Background: an optimization exercise with open tools, aiming at small area, a short achievable clock period and few clock cycles. Do not read the settings as production practice.
At most, simulation tests tie the RTL to the original design; equivalence was not proved.
The flow treats the clock pin as an ideal source, which a real chip does not have.
Power and IR drop assume default switching activity.

Design wildcard_glob_matcher, start of the top module:
module wildcard_glob_matcher (
    input  wire               clk,
    input  wire               rst_n,
    input  wire               item_valid,
    output logic              item_ready,
    input  wire  [9:0]        item_in,
    output logic              result_valid,
    input  wire               result_ready,
    output logic [1:0]        result
);
For scale: ~2,600 cells after synthesis, ~720 flip-flops, roughly 18 I/O pins, roughly 32,000 um2 of cells after synthesis.
export LEC_CHECK = 0
export CAP_MARGIN = 20
export CORE_MARGIN = 2
export CORE_UTILIZATION = 68
export CTS_BUF_LIST = sky130_fd_sc_hd__clkbuf_8 sky130_fd_sc_hd__clkbuf_16
export CTS_CLUSTER_DIAMETER = 100
export CTS_CLUSTER_SIZE = 30
export SETUP_SLACK_MARGIN = 1.5
export SLEW_MARGIN = 20
create_clock -name core_clock -period 3.0 [get_ports {clk}]
standard.sh (not shown) runs the stock make flow with config.mk's settings and CLKGATE_MAP_FILE= SYNTH_SCRIPT=/design/flow/synth_recipe.tcl, a recipe that flattens the netlist after the stock synthesis.
==> flow/flow/run.sh <==
#!/bin/bash
# Standard layout; after clock tree synthesis the tree's root buffer is taken out so the clock
# port drives the tree's first level directly, each first-level buffer is split in two by where
# its loads sit, and timing is repaired (instead of in cts).
set -euo pipefail
export BUFFER_PORTS_ARGS="-buffer_cell sky130_fd_sc_hd__buf_4"
export SKIP_CTS_REPAIR_TIMING=1
export POST_CTS_TCL="$PWD/flow/post_cts.tcl"
bash standard.sh > standard_flow.log 2>&1
Other scripts of this flow, unchanged in this note and not shown: flow/flow/post_cts.tcl
Testbench counts at the start, summed over its fixed seeds: cycles 56,359.
==> next run, changes <==
CORE_UTILIZATION = 60   (was 68)
Cell area grows by 0.41%.
Final cell count grows by 2.4%.
Worst setup slack improved by 0.099 ns.
Sequential share of layout area shrinks by 0.23 points.
Utilization shrinks by 8.6 points.
Via count shrinks by 1.9%.
Critical path depth shrinks by 5.
Global-route usage shrinks by 4.2 points.
Wire length shrinks by 2.0%.

---

wildcard_glob_matcher, a different RTL version from the one above (not shown whole).
Size in the first run: ~2600 cells after synthesis, ~720 flip-flops.
==> flow/config.mk <==
export PLATFORM = sky130hd
export DESIGN_NAME = wildcard_glob_matcher
export DESIGN_NICKNAME = wildcard_glob_matcher
export VERILOG_FILES = /design/flow/design.v
export SDC_FILE = /design/flow/constraint.sdc
export NUM_CORES = 4
export LEC_CHECK = 0
export CAP_MARGIN = 20
export CORE_MARGIN = 2
export CORE_UTILIZATION = 60
export CTS_BUF_LIST = sky130_fd_sc_hd__clkbuf_8 sky130_fd_sc_hd__clkbuf_16
export CTS_CLUSTER_DIAMETER = 100
export CTS_CLUSTER_SIZE = 30
export SETUP_SLACK_MARGIN = 1.5
export SLEW_MARGIN = 20
==> flow/constraint.sdc <==
create_clock -name core_clock -period 3.0 [get_ports {clk}]
set_input_delay 0.6000 -clock core_clock [delete_from_list [all_inputs] [get_ports {clk}]]
set_output_delay 0.6000 -clock core_clock [all_outputs]
set_load 0.01 [all_outputs]
==> flow/flow/run.sh <==
#!/bin/bash
# Standard layout; after clock tree synthesis the tree's root buffer is taken out so the clock
# port drives the tree's first level (a few buffers) directly, then timing is repaired again.
set -euo pipefail
export BUFFER_PORTS_ARGS="-buffer_cell sky130_fd_sc_hd__buf_4"
export SKIP_CTS_REPAIR_TIMING=1
export POST_CTS_TCL="$PWD/flow/post_cts.tcl"
bash standard.sh > standard_flow.log 2>&1
==> flow/flow/post_cts.tcl <==
set block [ord::get_db_block]
set root [$block findInst clkbuf_0_clk]
if { $root != "NULL" } {
  set in_net [[$root findITerm A] getNet]
  set out_net [[$root findITerm X] getNet]
  set loads {}
  foreach it [$out_net getITerms] {
    if { [$it getInst] != $root } {
      lappend loads $it
    }
  }
  puts "root buffer drives [llength $loads] pins"
  if { [llength $loads] <= 4 && [llength [$out_net getBTerms]] == 0 } {
    foreach it $loads {
      $it disconnect
      $it connect $in_net
    }
    odb::dbInst_destroy $root
    odb::dbNet_destroy $out_net
    puts "root buffer removed"
    estimate_parasitics -placement
    report_clock_latency
    repair_timing_helper
    detailed_placement
    check_placement -verbose
    estimate_parasitics -placement
    report_worst_slack -max
    report_worst_slack -min
  }
}
The baseline went through all stages and came out clean.
Testbench counts at the start, summed over its fixed seeds: cycles 56,359.
==> next run, changes <==
==> flow/run.sh (new file) <==
#!/bin/bash
# synth_recipe.tcl (not shown) runs the flow's synth.tcl, then flattens the netlist and writes it again
# the make line also repeats each setting of config.mk as NAME=value (left out here)
make -C /OpenROAD-flow-scripts/flow DESIGN_CONFIG=/design/flow/config.mk WORK_HOME=/design/flow/orfs CLKGATE_MAP_FILE= SYNTH_SCRIPT=/design/flow/synth_recipe.tcl finish
Settings changed: ABC_AREA from default to 1, SETUP_SLACK_MARGIN 1.5 to 1.2.
removed: flow/flow/run.sh
removed: flow/flow/post_cts.tcl
removed: flow/standard.sh
The new run finished but fails on negative hold slack.
Design area goes up by 3.8%.
Worst hold slack gets worse by 0.16 ns.
Area after synthesis goes up by 7.3%.
Register-to-register slack gets worse by 0.11 ns.
Non-clock buffer count goes down by 69.
Maximum frequency goes down by 8.0%.
==> next run, changes <==
==> flow/flow/run.sh (new file) <==
#!/bin/bash
# Standard layout; after clock tree synthesis the tree's root buffer is taken out so the clock
# port drives the tree's first level (a few buffers) directly, then timing is repaired again.
set -euo pipefail
export POST_CTS_TCL="$PWD/flow/post_cts.tcl"
bash standard.sh > standard_flow.log 2>&1
==> flow/flow/post_cts.tcl (new file) <==
set block [ord::get_db_block]
set root [$block findInst clkbuf_0_clk]
if { $root != "NULL" } {
  set in_net [[$root findITerm A] getNet]
  set out_net [[$root findITerm X] getNet]
  set loads {}
  foreach it [$out_net getITerms] {
    if { [$it getInst] != $root } {
      lappend loads $it
    }
  }
  puts "root buffer drives [llength $loads] pins"
  if { [llength $loads] <= 4 && [llength [$out_net getBTerms]] == 0 } {
    foreach it $loads {
      $it disconnect
      $it connect $in_net
    }
    odb::dbInst_destroy $root
    odb::dbNet_destroy $out_net
    puts "root buffer removed"
    estimate_parasitics -placement
    report_clock_latency
    repair_timing_helper
    detailed_placement
    check_placement -verbose
    estimate_parasitics -placement
    report_worst_slack -max
    report_worst_slack -min
  }
}
==> flow/standard.sh (new file) <==
#!/bin/bash
# synth_recipe.tcl (not shown) runs the flow's synth.tcl, then flattens the netlist and writes it again
# the make line also repeats each setting of config.mk as NAME=value (left out here)
make -C /OpenROAD-flow-scripts/flow DESIGN_CONFIG=/design/flow/config.mk WORK_HOME=/design/flow/orfs CLKGATE_MAP_FILE= SYNTH_SCRIPT=/design/flow/synth_recipe.tcl "${@:-finish}"
Settings changed: ABC_AREA 1 to default, SETUP_SLACK_MARGIN 1.2 to 1.3.
removed: flow/run.sh
What happened: With this change the flow completed with no timing, DRC or antenna violations; global-route usage shrinks by 3.2 points; wire length shrinks by about a fifth; combinational power grows by a few percent; cell count shrinks by a quarter to a third; setup slack gets better by 0.14 ns.
==> next run, changes <==
==> flow/run.sh (new file) <==
#!/bin/bash
# synth_recipe.tcl (not shown) runs the flow's synth.tcl, then flattens the netlist and writes it again
# the make line also repeats each setting of config.mk as NAME=value (left out here)
make -C /OpenROAD-flow-scripts/flow DESIGN_CONFIG=/design/flow/config.mk WORK_HOME=/design/flow/orfs CLKGATE_MAP_FILE= SYNTH_SCRIPT=/design/flow/synth_recipe.tcl finish
removed: flow/flow/run.sh
removed: flow/flow/post_cts.tcl
removed: flow/standard.sh
The changed run completed with no timing, DRC or antenna violations. Via count falls by 0.35%. First-iteration DRC count rises by 9.6%. Flip-flop and latch count stays the same. Cell area stays flat. Critical path depth falls by 1. Final cell count stays flat. Register-to-register slack stays flat. Combinational power stays flat. Count of clock-buffer cells in the layout rises by 1.

---

wildcard_glob_matcher, a different RTL version from the one above (not shown whole).
Size: about 2400 cells after synthesis, about 18 I/O pins, about 32000 um2 of cells after synthesis.
Settings: LEC_CHECK=0, CAP_MARGIN=20, CORE_MARGIN=2, CORE_UTILIZATION=60, SETUP_SLACK_MARGIN=0.5, SLEW_MARGIN=20; clock period 3.0 ns.
run.sh (not shown) runs the stock make flow with config.mk's settings and CLKGATE_MAP_FILE= SYNTH_SCRIPT=/design/flow/synth_recipe.tcl, a recipe that flattens the netlist after the stock synthesis.
Stock flow here: none of the scripts above is used.
The first run finished clean.
==> next run, changes <==
--- a/flow/config.mk
+++ b/flow/config.mk
@@ -8,5 +8,5 @@
 export CAP_MARGIN = 20
 export CORE_MARGIN = 2
-export CORE_UTILIZATION = 60
-export SETUP_SLACK_MARGIN = 0.5
+export CORE_UTILIZATION = 70
+export SETUP_SLACK_MARGIN = 1.3
 export SLEW_MARGIN = 20
After rerunning: Sequential share of layout area went down by 3.9 points. Wire length went up by 19%. Global-route usage went up by 7.8 points. Clock skew barely changes. Utilization went up by 17 points.
No functional check of the RTL was part of any run of this note.

separate check: timing with driven ports:
Ports are ideal in the flow. The routed layouts listed here were re-timed in OpenROAD. Step 1, drivers: a clkbuf_16 drives clk and a buf_2 each remaining input, both assumed. Step 2 times the ports against the registers' clock, not the clock port: input delays grow and output delays shrink by t, the midpoint of the rising clock arrivals with the driver on. Three values: ideal, step 1, step 2; two values: the first two.
run	t (ns)	slack for setup (ns)	hold slack, ns	worst setup path at the end	worst slew at a driven data input, ns	pins driven straight from the clock port
the first run of note 1	0.499	1.345 / 1.335 / 0.940	0.248 / 0.146 / 0.402	input to register	0.04	4
the second run of note 1	0.516	1.444 / 1.316 / 1.107	0.233 / 0.128 / 0.393	input to register	0.06	4
the first run of note 2	0.550	1.371 / 1.290 / 1.053	0.126 / 0.069 / 0.418	input to register	0.04	2
the second run of note 2	0.700	1.229 / 1.165 / 1.029	-0.033 / -0.055 / 0.380	input to register	0.04	1
the third run of note 2	0.549	1.371 / 1.298 / 0.892	0.171 / 0.114 / 0.388	input to register	0.05	2
the fourth run of note 2	0.675	1.240 / 1.179 / 0.674	0.019 / -0.019 / 0.389	input to register	0.05	1
the first run of note 3	0.657	0.534 / 0.534 / 0.534	0.026 / -0.006 / 0.423	register to register	0.04	1
the second run of note 3	0.660	0.690 / 0.690 / 0.690	0.392 / 0.379 / 0.392	register to register	0.04	1
The setup slack of the fourth run of note 2, which loses most, moves by -0.061 ns with the drivers and by -0.566 ns with both steps.
